This design comes from an exercise in tuning for small area, a short achievable clock period and few clock cycles on the open sky130 flow, not from production work.
Function was checked by simulation only, so behaviour that the tests miss may differ from the original.
Power and IR drop assume default switching activity.

[design/flow/run.sh]
#!/bin/bash
# synth_recipe.tcl (not shown) runs the flow's synth.tcl, then flattens the netlist and writes it again
# the make line also repeats each setting of config.mk as NAME=value (left out here)
make -C /OpenROAD-flow-scripts/flow DESIGN_CONFIG=/design/flow/config.mk WORK_HOME=/design/flow/orfs CLKGATE_MAP_FILE= SYNTH_SCRIPT=/design/flow/synth_recipe.tcl finish
[design/flow/config.mk]
export PLATFORM = sky130hd
export DESIGN_NAME = midi_tempo_tracker
export DESIGN_NICKNAME = midi_tempo_tracker
export VERILOG_FILES = /design/flow/design.v
export SDC_FILE = /design/flow/constraint.sdc
export NUM_CORES = 4
export LEC_CHECK = 0
export CAP_MARGIN = 20
export CORE_MARGIN = 2
export CORE_UTILIZATION = 40
export SLEW_MARGIN = 20
[design/flow/constraint.sdc]
create_clock -name core_clock -period 10.0 [get_ports {clk}]
set_input_delay 2.0000 -clock core_clock [delete_from_list [all_inputs] [get_ports {clk}]]
set_output_delay 2.0000 -clock core_clock [all_outputs]
set_load 0.01 [all_outputs]
[design/flow/design.v]
package mtt_pkg;
    localparam logic [1:0] KIND_OTHER = 2'd0;
    localparam logic [1:0] KIND_NOTE  = 2'd1;
    localparam logic [1:0] KIND_CC    = 2'd2;
    localparam logic [6:0] PEDAL_CONTROLLER = 7'd64;
    localparam logic [6:0] PEDAL_PRESSED    = 7'd127;
    localparam logic [1:0] USE_IGNORED = 2'd0;
    localparam logic [1:0] USE_FIRST   = 2'd1;
    localparam logic [1:0] USE_NOTE    = 2'd2;
    localparam logic [1:0] USE_PEDAL   = 2'd3;
    localparam logic [2:0] REG_MIN_GAP     = 3'd0;
    localparam logic [2:0] REG_LOWER       = 3'd1;
    localparam logic [2:0] REG_UPPER       = 3'd2;
    localparam logic [2:0] REG_NOTE_LIMIT  = 3'd3;
    localparam logic [2:0] REG_PEDAL_LIMIT = 3'd4;
    typedef struct packed {
        logic start;
        logic busy;
        logic done;
    } div_ctl_t;
endpackage
module mtt_div #(
    parameter int NB = 40,
    parameter int DB = 16
) (
    input  logic          clk,
    input  logic          rst_n,
    input  logic          start,
    input  logic [NB-1:0] dividend,
    input  logic [DB-1:0] divisor,
    output logic          busy,
    output logic          done,
    output logic [NB-1:0] quotient
);
    localparam int CB = $clog2(NB + 1);
    logic [NB-1:0] q_reg;
    logic [DB:0]   r_reg;
    logic [DB-1:0] d_reg;
    logic [CB-1:0] cnt_reg;
    logic          busy_reg;
    logic          done_reg;
    logic [DB:0]   shifted;
    logic [DB:0]   diff;
    assign shifted = {r_reg[DB-1:0], q_reg[NB-1]};
    assign diff    = shifted - {1'b0, d_reg};
    always_ff @(posedge clk or negedge rst_n)
    begin
        if (!rst_n)
        begin
            busy_reg <= 1'b0;
            done_reg <= 1'b0;
            cnt_reg  <= '0;
        end
        else
        begin
            done_reg <= 1'b0;
            if (start)
            begin
                busy_reg <= 1'b1;
                cnt_reg  <= CB'(NB);
            end
            else if (busy_reg)
            begin
                cnt_reg <= cnt_reg - 1'b1;
                if (cnt_reg == CB'(1))
                begin
                    busy_reg <= 1'b0;
                    done_reg <= 1'b1;
                end
            end
        end
    end
    always_ff @(posedge clk)
    begin
        if (start)
        begin
            q_reg <= dividend;
            r_reg <= '0;
            d_reg <= divisor;
        end
        else if (busy_reg)
        begin
            if (!diff[DB])
            begin
                r_reg <= diff;
                q_reg <= {q_reg[NB-2:0], 1'b1};
            end
            else
            begin
                r_reg <= shifted;
                q_reg <= {q_reg[NB-2:0], 1'b0};
            end
        end
    end
    assign busy     = busy_reg;
    assign done     = done_reg;
    assign quotient = q_reg;
endmodule
module midi_tempo_tracker #(
    parameter int TIME_BITS      = 24,
    parameter int COUNT_BITS     = 16,
    parameter int FOLD_MIN_COUNT = 8
) (
    input  logic                  clk,
    input  logic                  rst_n,
    input  logic                  in_valid,
    output logic                  in_stall,
    input  logic [1:0]            event_kind,
    input  logic [6:0]            controller,
    input  logic [6:0]            ctrl_value,
    input  logic [TIME_BITS-1:0]  delta_time,
    output logic                  out_valid,
    input  logic                  out_stall,
    output logic [TIME_BITS-1:0]  note_period,
    output logic [TIME_BITS-1:0]  pedal_period,
    output logic [COUNT_BITS-1:0] note_count,
    output logic [1:0]            event_use,
    input  logic                  cfg_valid,
    output logic                  cfg_ready,
    input  logic [2:0]            cfg_index,
    input  logic [23:0]           cfg_data
);
    localparam int TB  = TIME_BITS;
    localparam int CB  = COUNT_BITS;
    localparam int SB  = TB + CB;
    localparam int PB  = SB + 16;        
    localparam logic [TB-1:0] TMAX = {TB{1'b1}};
    localparam logic [CB-1:0] CMAX = {CB{1'b1}};
    localparam logic [SB-1:0] SMAX = {SB{1'b1}};
    localparam logic [3:0] S_IDLE  = 4'd0;
    localparam logic [3:0] S_M0    = 4'd2;   
    localparam logic [3:0] S_M1    = 4'd3;   
    localparam logic [3:0] S_JUDGE = 4'd4;
    localparam logic [3:0] S_F0    = 4'd5;
    localparam logic [3:0] S_F1    = 4'd6;
    localparam logic [3:0] S_FJ    = 4'd7;
    localparam logic [3:0] S_DIV   = 4'd8;
    localparam logic [3:0] S_DWAIT = 4'd9;
    localparam logic [3:0] S_OUT   = 4'd10;
    logic [3:0] st_reg;
    logic [TB-1:0] min_gap_reg;
    logic [11:0]   lo_reg, hi_reg;
    logic [7:0]    nlim_reg, plim_reg;
    logic          fnote_reg, fpedal_reg;
    logic [TB-1:0] ngap_reg, pgap_reg;
    logic [SB-1:0] ntot_reg, ptot_reg;
    logic [CB-1:0] nent_reg, pent_reg;
    logic [TB-1:0] rec0_reg, rec1_reg, rec2_reg;
    logic [TB-1:0] nmean_reg, pmean_reg, half_reg;
    logic [7:0]    nmiss_reg, pmiss_reg;
    logic          is_pedal_reg;   
    logic [TB-1:0] d_reg;
    logic [PB-1:0] plo_reg, phi_reg;
    logic [1:0]    use_reg;
    logic          div_pedal_reg;
    logic          ov_reg;
    logic [TB-1:0] mul_a;
    logic [14:0]   mul_b;
    logic [TB+14:0] mul_w;
    logic [PB-1:0] mul_p;
    logic [TB-1:0] cur_mean;
    logic          fsel;
    assign cur_mean = is_pedal_reg ? pmean_reg : nmean_reg;
    assign fsel     = (st_reg == S_F0) || (st_reg == S_F1);
    always_comb
    begin
        mul_a = fsel ? nmean_reg : cur_mean;
        if (st_reg == S_M0 || st_reg == S_F0)
            mul_b = fsel ? {lo_reg, 3'b000} : {3'b000, lo_reg};
        else
            mul_b = fsel ? {hi_reg, 3'b000} : {3'b000, hi_reg};
    end
    assign mul_w = mul_a * mul_b;
    assign mul_p = PB'(mul_w);
    logic          dv_start, dv_busy, dv_done;
    logic [SB-1:0] dv_q;
    mtt_div #(.NB(SB), .DB(CB)) u_div (
        .clk(clk), .rst_n(rst_n), .start(dv_start),
        .dividend(div_pedal_reg ? ptot_reg : ntot_reg),
        .divisor(div_pedal_reg ? pent_reg : nent_reg),
        .busy(dv_busy), .done(dv_done), .quotient(dv_q));
    assign dv_start = (st_reg == S_DIV);
    logic          note_on, pedal_on;
    logic [TB:0]   nsum_w, psum_w;
    logic [TB-1:0] nsum, psum;
    assign note_on  = (event_kind == mtt_pkg::KIND_NOTE);
    assign pedal_on = (event_kind == mtt_pkg::KIND_CC) &&
                      (controller == mtt_pkg::PEDAL_CONTROLLER) &&
                      (ctrl_value == mtt_pkg::PEDAL_PRESSED);
    assign nsum_w = {1'b0, ngap_reg} + {1'b0, delta_time};
    assign psum_w = {1'b0, pgap_reg} + {1'b0, delta_time};
    assign nsum   = fnote_reg ? ngap_reg : (nsum_w[TB] ? TMAX : nsum_w[TB-1:0]);
    assign psum   = fpedal_reg ? pgap_reg : (psum_w[TB] ? TMAX : psum_w[TB-1:0]);
    logic [PB-1:0] x1, x2;
    logic          in_w1, in_w2, empty;
    assign x1    = PB'(d_reg) << 8;
    assign x2    = PB'(d_reg) << 9;
    assign in_w1 = (x1 > plo_reg) && (x1 < phi_reg);
    assign in_w2 = (x2 > plo_reg) && (x2 < phi_reg);
    assign empty = is_pedal_reg ? (pent_reg == '0) : (nent_reg == '0);
    logic [TB:0]   hsum_w;
    logic [TB-1:0] add_v;
    logic [SB:0]   ntot_w, ptot_w;
    logic [SB-1:0] ntot_add, ptot_add;
    logic [CB-1:0] nent_add, pent_add;
    assign hsum_w   = {1'b0, half_reg} + {1'b0, d_reg};
    assign add_v    = (!(empty || in_w1)) ? (hsum_w[TB] ? TMAX : hsum_w[TB-1:0]) : d_reg;
    assign ntot_w   = {1'b0, ntot_reg} + {{(CB+1){1'b0}}, add_v};
    assign ptot_w   = {1'b0, ptot_reg} + {{(CB+1){1'b0}}, d_reg};
    assign ntot_add = ntot_w[SB] ? SMAX : ntot_w[SB-1:0];
    assign ptot_add = ptot_w[SB] ? SMAX : ptot_w[SB-1:0];
    assign nent_add = (nent_reg == CMAX) ? CMAX : nent_reg + 1'b1;
    assign pent_add = (pent_reg == CMAX) ? CMAX : pent_reg + 1'b1;
    logic [8:0] nmiss_inc, pmiss_inc;
    assign nmiss_inc = {1'b0, nmiss_reg} + 9'd1;
    assign pmiss_inc = {1'b0, pmiss_reg} + 9'd1;
    logic [PB-1:0] pp;
    logic [TB:0]   f12_w, f01_w;
    assign pp    = PB'(pmean_reg) << 8;
    assign f12_w = {1'b0, rec1_reg} + {1'b0, rec2_reg};
    assign f01_w = {1'b0, rec0_reg} + {1'b0, rec1_reg};
    assign in_stall  = (st_reg != S_IDLE);
    assign cfg_ready = 1'b1;
    assign out_valid = (st_reg == S_OUT);
    always_ff @(posedge clk or negedge rst_n)
    begin
        if (!rst_n)
        begin
            st_reg      <= S_IDLE;
            min_gap_reg <= '0;
            lo_reg      <= 12'd205;
            hi_reg      <= 12'd307;
            nlim_reg    <= 8'd10;
            plim_reg    <= 8'd2;
            fnote_reg   <= 1'b1;
            fpedal_reg  <= 1'b1;
            ngap_reg    <= '0;
            pgap_reg    <= '0;
            ntot_reg    <= '0;
            ptot_reg    <= '0;
            nent_reg    <= '0;
            pent_reg    <= '0;
            rec0_reg    <= '0;
            rec1_reg    <= '0;
            rec2_reg    <= '0;
            nmean_reg   <= '0;
            pmean_reg   <= '0;
            half_reg    <= '0;
            nmiss_reg   <= '0;
            pmiss_reg   <= '0;
            use_reg     <= mtt_pkg::USE_IGNORED;
            is_pedal_reg  <= 1'b0;
            div_pedal_reg <= 1'b0;
            d_reg       <= '0;
            plo_reg     <= '0;
            phi_reg     <= '0;
            ov_reg      <= 1'b0;
        end
        else
        begin
            if (cfg_valid)
            begin
                case (cfg_index)
                    mtt_pkg::REG_MIN_GAP:     min_gap_reg <= TB'(cfg_data);
                    mtt_pkg::REG_LOWER:       lo_reg      <= cfg_data[11:0];
                    mtt_pkg::REG_UPPER:       hi_reg      <= cfg_data[11:0];
                    mtt_pkg::REG_NOTE_LIMIT:  nlim_reg    <= cfg_data[7:0];
                    mtt_pkg::REG_PEDAL_LIMIT: plim_reg    <= cfg_data[7:0];
                    default: ;
                endcase
            end
            case (st_reg)
                S_IDLE:
                begin
                    if (in_valid)
                    begin
                        st_reg <= S_OUT;
                        if (fnote_reg && note_on)
                        begin
                            fnote_reg <= 1'b0;
                            use_reg   <= mtt_pkg::USE_FIRST;
                        end
                        else if (fpedal_reg && pedal_on)
                        begin
                            fpedal_reg <= 1'b0;
                            use_reg    <= mtt_pkg::USE_FIRST;
                        end
                        else
                        begin
                            ngap_reg <= nsum;
                            pgap_reg <= psum;
                            use_reg  <= mtt_pkg::USE_IGNORED;
                            if (note_on && nsum > min_gap_reg)
                            begin
                                ngap_reg     <= '0;
                                d_reg        <= nsum;
                                is_pedal_reg <= 1'b0;
                                use_reg      <= mtt_pkg::USE_NOTE;
                                st_reg       <= S_M0;
                            end
                            else if (pedal_on)
                            begin
                                pgap_reg     <= '0;
                                d_reg        <= psum;
                                is_pedal_reg <= 1'b1;
                                use_reg      <= mtt_pkg::USE_PEDAL;
                                st_reg       <= S_M0;
                            end
                        end
                    end
                end
                S_M0:
                begin
                    plo_reg <= mul_p;
                    st_reg  <= S_M1;
                end
                S_M1:
                begin
                    phi_reg <= mul_p;
                    st_reg  <= S_JUDGE;
                end
                S_JUDGE:
                begin
                    st_reg <= S_OUT;
                    if (is_pedal_reg)
                    begin
                        if (empty || in_w1)
                        begin
                            ptot_reg      <= ptot_add;
                            pent_reg      <= pent_add;
                            pmiss_reg     <= '0;
                            div_pedal_reg <= 1'b1;
                            st_reg        <= S_DIV;
                        end
                        else if (pmiss_inc > {1'b0, plim_reg})
                        begin
                            pent_reg  <= '0;
                            ptot_reg  <= '0;
                            pmean_reg <= '0;
                            pmiss_reg <= '0;
                        end
                        else
                            pmiss_reg <= pmiss_inc[7:0];
                    end
                    else if (empty || in_w1 || (in_w2 && half_reg != '0))
                    begin
                        if (!(empty || in_w1))
                            half_reg <= '0;
                        rec2_reg      <= rec1_reg;
                        rec1_reg      <= rec0_reg;
                        rec0_reg      <= add_v;
                        ntot_reg      <= ntot_add;
                        nent_reg      <= nent_add;
                        nmiss_reg     <= '0;
                        div_pedal_reg <= 1'b0;
                        ov_reg        <= empty || in_w1;
                        st_reg        <= S_DIV;
                    end
                    else if (in_w2)
                        half_reg <= d_reg;
                    else if (nmiss_inc > {1'b0, nlim_reg})
                    begin
                        nent_reg  <= '0;
                        ntot_reg  <= '0;
                        nmean_reg <= '0;
                        nmiss_reg <= '0;
                    end
                    else
                        nmiss_reg <= nmiss_inc[7:0];
                end
                S_DIV:
                    st_reg <= S_DWAIT;
                S_DWAIT:
                begin
                    if (dv_done)
                    begin
                        if (div_pedal_reg)
                        begin
                            pmean_reg <= TB'(dv_q);
                            st_reg    <= S_OUT;
                        end
                        else
                        begin
                            nmean_reg <= TB'(dv_q);
                            st_reg    <= S_OUT;
                            if (ov_reg)
                            begin
                                ov_reg <= 1'b0;
                                if (nent_reg > CB'(FOLD_MIN_COUNT))
                                    st_reg <= S_F0;
                            end
                        end
                    end
                end
                S_F0:
                begin
                    plo_reg <= mul_p;
                    st_reg  <= S_F1;
                end
                S_F1:
                begin
                    phi_reg <= mul_p;
                    st_reg  <= S_FJ;
                end
                S_FJ:
                begin
                    st_reg <= S_OUT;
                    if (pp > plo_reg && pp < phi_reg)
                    begin
                        if (nent_reg[0])
                        begin
                            ntot_reg <= (ntot_reg > SB'(rec0_reg)) ?
                                        ntot_reg - SB'(rec0_reg) : '0;
                            rec0_reg <= f12_w[TB] ? TMAX : f12_w[TB-1:0];
                        end
                        else
                            rec0_reg <= f01_w[TB] ? TMAX : f01_w[TB-1:0];
                        rec1_reg <= '0;
                        rec2_reg <= '0;
                        nent_reg <= nent_reg >> 1;
                        if ((nent_reg >> 1) == '0)
                            nmean_reg <= '0;
                        else
                        begin
                            div_pedal_reg <= 1'b0;
                            st_reg        <= S_DIV;
                        end
                    end
                end
                S_OUT:
                begin
                    if (!out_stall)
                        st_reg <= S_IDLE;
                end
                default:
                    st_reg <= S_IDLE;
            endcase
        end
    end
    assign note_period  = nmean_reg;
    assign pedal_period = pmean_reg;
    assign note_count   = nent_reg;
    assign event_use    = use_reg;
endmodule
==> flow_metrics.env <==
export IMPL_drtIter0Drc=4072
export IMPL_status="no timing/DRC/antenna violations"
export IMPL_crit_start="st_reg[0]$_DFFE_PN0P_"
export IMPL_slew_headroom_pct=19.7
export IMPL_switching_power_mw=1.49
export IMPL_cts_tree="yes"
export IMPL_seq_power_share_pct=42.6
export IMPL_hold_viol_final=0
export IMPL_die_y_um=369
export IMPL_mappedNetlistArea_um2=53300
export IMPL_antenna_cells=0
export IMPL_final_setup_tns_ns=0
export IMPL_final_nets=7066
export IMPL_async_flop_share_pct=87.5
export IMPL_gr_usage_all_layers_pct=25.2
export IMPL_via_per_inst=5.73
export IMPL_via_count=45900
export IMPL_grt_busiest_layer="met2"
export IMPL_dieWidth_um=369
export IMPL_endpoint="phi_reg[37]$_DFFE_PN0P_"
export IMPL_worst_slack_ns=0.713
export IMPL_clk_latency_ns=0.69
export IMPL_vdd_drop_max_mv=0.130
export IMPL_start_util_pct=40.4
export IMPL_grt_pass1_wl_um=269000
export IMPL_syn_area_per_cell_um2=8.69
export IMPL_synth_nets=6997
export IMPL_drv_cap=0
export IMPL_min_path_type="reg2reg"
export IMPL_ff_latch_area_um2=14700
export IMPL_seq_area_frac_synth_pct=27.5
export IMPL_met1_usage_pct=35.1
export IMPL_p_sw_share_pct=25.9
export IMPL_synth_warnings=2
export IMPL_h_tree_depth=3
export IMPL_hpwl_um=132000
export IMPL_gr_usage_met2_pct=40.3
export IMPL_ant_nets=0
export IMPL_ys_ff_latch=577
export IMPL_period_needed_ns=9.29
export IMPL_final_cell_mix="nand2_1 (738), inv_1 (572), nor2_1 (514)"
export IMPL_rsz0062_at_grt="no"
export IMPL_cp_required_ns=10.52
export IMPL_dieArea_um2=136000
export IMPL_post_cts_resized=0
export IMPL_r2r_start="st_reg[0]$_DFFE_PN0P_"
export IMPL_fin_skew_ns=0.0231
export IMPL_port_buffer_count=139
export IMPL_r2r_end="phi_reg[37]$_DFFE_PN0P_"
export IMPL_area_growth_syn_to_layout_pct=11.3
export IMPL_reg2reg_slack_ns=0.71
export IMPL_pwr_share_comb_pct=7.7
export IMPL_post_drt_wl_per_cell_um=21.6
export IMPL_period_share_pct=92.9
export IMPL_gp_congestion=0.944
export IMPL_clkPwrFrac_pct=49.7
export IMPL_synth_edf_count=56
export IMPL_clock_tree_buffer_depth=3
export IMPL_fmax_mhz=108
export IMPL_grt_max_degree=154
export IMPL_routed_wl_um=173000
export IMPL_drive_gt1_share_pct=7.32
export IMPL_cts_sinks=577
export IMPL_rows=133
export IMPL_ctsHoldBuffers=0
export IMPL_grt_pass1_vias=44800
export IMPL_power_total_mw=5.75
export IMPL_crit_type="reg2reg"
export IMPL_synthCells=6129
export IMPL_pin_count=141
export IMPL_drv_slew=0
export IMPL_use_met3_pct=3.41
export IMPL_fillers=12900
export IMPL_numCtsBuffers=74
export IMPL_dp_slack_ns=0.762
export IMPL_synth_flop_cell="dfrtp_1"
export IMPL_post_cts_setup_buffer_count=0
export IMPL_multi_input_area_um2=35500
export IMPL_dr_pass1_iters=6
export IMPL_worstSetupStartpointType="register"
export IMPL_rr_worst_depth=27
export IMPL_clk_pin_slew_ns=0.06
export IMPL_worst_pin_slew_ns=1.19
export IMPL_drc=0
export IMPL_finalSetupViolCount=0
export IMPL_leakage_nw=28.2
export IMPL_final_common_cell="nand2_1"
export IMPL_crit_arrival_ns=9.81
export IMPL_overflow=0
export IMPL_crit_path_max_fanout=19
export IMPL_antenna_found_initial=3
export IMPL_p_int_mw=4.26
export IMPL_synth_cell_type_count=103
export IMPL_cellPowerDensity_nw_per_um2=96.9
export IMPL_core_um2=132000
export IMPL_end_kind="register"
export IMPL_clockRootBuffer="clkbuf_16"
layer usage:
metal | vias to the layer above | part of all wire [%]
li1 | 21600 | -
met1 | 22500 | 45
met2 | 1513 | 45
met3 | 287 | 6.2
met4 | 2 | 3.4
met5 | - | 0.0075
how the worst min path moves through the flow:
stage,start,end,slack (ns),depth (start not counted)
floorplan,phi_reg[34]$_DFFE_PN0P_,phi_reg[34]$_DFFE_PN0P_,0.44,2
finish,rec2_reg[15]$_DFFE_PN0P_,rec2_reg[15]$_DFFE_PN0P_,0.47,2
global route,rec2_reg[10]$_DFFE_PN0P_,rec2_reg[10]$_DFFE_PN0P_,0.49,2
CTS,rec2_reg[17]$_DFFE_PN0P_,rec2_reg[17]$_DFFE_PN0P_,0.48,2
global placement,rec2_reg[15]$_DFFE_PN0P_,rec2_reg[15]$_DFFE_PN0P_,0.45,2
detailed placement,rec2_reg[2]$_DFFE_PN0P_,rec2_reg[2]$_DFFE_PN0P_,0.46,2
critical path, stage by stage, from the launching register on:
cell and delay (ns):
dfrtp_1 0.63, nand2b_1 0.22, a21o_1 0.59, nand2_2 0.50, buf_4 0.39, mux2i_1 0.67, nor2_1 0.14, fa_1 0.57
inv_1 0.06, fa_1 0.41, inv_1 0.07, fa_1 0.41, inv_1 0.08, fa_1 0.43, fa_1 0.56, inv_1 0.06
fa_1 0.48, ha_1 0.35, and4_1 0.23, a21o_1 0.20, a2111o_1 0.42, and2_1 0.18, o2111a_1 0.31, o21ai_0 0.43
o2111ai_1 0.21, a21oi_1 0.20, xor2_1 0.20, o21ai_0 0.10
synthesized netlist by cell type (17+ instances only):
cell      count  area share (%)
nand2_1     740             5.2
inv_1       573             4.0
nor2_1      515             3.6
ha_1        503              12
dfrtp_1     490              23
a21oi_1     428             4.0
o21ai_0     421             4.0
fa_1        293              11
clkbuf_1    189             1.3
xnor2_1     141             2.3
a21o_1      130             1.8
nand3_1     121             1.1
mux2_2      118             2.5
mux2i_1      99             1.9
xor2_1       83             1.4
nor3_1       77            0.72
and3_1       68            0.80
nand4_1      64            0.75
a211oi_1     61            0.86
and2_1       59            0.69
edfxtp_1     56             3.2
o21a_1       50            0.70
a31oi_1      47            0.55
nand2b_1     47            0.55
o22ai_1      45            0.53
o21bai_1     42            0.59
o31ai_1      41            0.58
o211ai_1     40            0.56
nor2b_1      39            0.46
nor4_1       38            0.45
or3_1        33            0.39
buf_2        30            0.28
o22a_1       28            0.46
mux2_4       25            0.70
o221ai_1     20            0.33
o21ai_1      18            0.17
a22o_1       17            0.28
or2_2        17            0.20
power groups by stage:
stage | registers [mW] | logic (mW) | clock network, mW
2_1_floorplan | 2.48 | 0.224 | 0
4_1_cts | 2.45 | 0.442 | 2.92
6_report | 2.45 | 0.444 | 2.86
3_3_place_gp | 2.49 | 0.433 | 0
5_1_grt | 2.45 | 0.482 | 3.00
3_5_place_dp | 2.49 | 0.441 | 0
kinds of logic (layout without fill, tap and decap cells):
group / Yosys count / after routing / share of synthesized area, %
buffers and inverters: 824 / 952 / 6.03
adders and majority gates: 796 / 796 / 22.8
muxes: 243 / 243 / 5.09
other: 1 / 1 / 0.00704
and+or+nand+nor: 1882 / 1882 / 16.0
xor gates and xnor gates: 225 / 225 / 3.71
DFF: 577 / 577 / 27.5
AOI/OAI and AO/OA: 1581 / 1581 / 18.8
final cells by class:
type / count / share of cell area [%]
multi-input combinational: 4728 / 59.9
sequential: 577 / 24.7
clock buffer: 107 / 3.64
clock inverter: 28 / 0.696
timing repair buffer: 244 / 3.74
inverter: 573 / 3.63
tap: 1755 / 3.70
metrics by stage:
stage               cell area, µm²  util [%]  std cells  hold WS [ns]
global route                 59300      45.0       8012         0.491
detailed placement           56700      43.0       7877         0.463
CTS                          59300      45.0       8012         0.476
floorplan                    53300         -       6129         0.442
finish                       59300      45.0       8012         0.472
global placement             56700      43.0       7875         0.453
Testbench counts, summed over its fixed seeds: cycles 102,306.

-- afterwards: timing with drivers on the ports --
How much do the figures lean on ideal ports? The routed layout below was timed once more, with nothing changed but the port constraints.
Step 1: set_driving_cell puts a clkbuf_16 on clk and a buf_2 on each other input, an assumption about the parent block.
Step 2 times the ports against the registers' clock, not the clock port: input delays grow and output delays shrink by t, the midpoint of the rising clock arrivals with the driver on.
a / b / c = no drivers / after step 1 / after step 2; a / b = the first two.
t (ns): 0.748
setup slack, ns: 0.713 / 0.713 / 0.713
hold WS [ns]: 0.472 / 0.472 / 0.472
cell pins on the clock port's net: 1
After both steps setup and hold are still met in this run. The setup slack of this run moves by 0.000 ns with the drivers and by 0.000 ns with both steps.
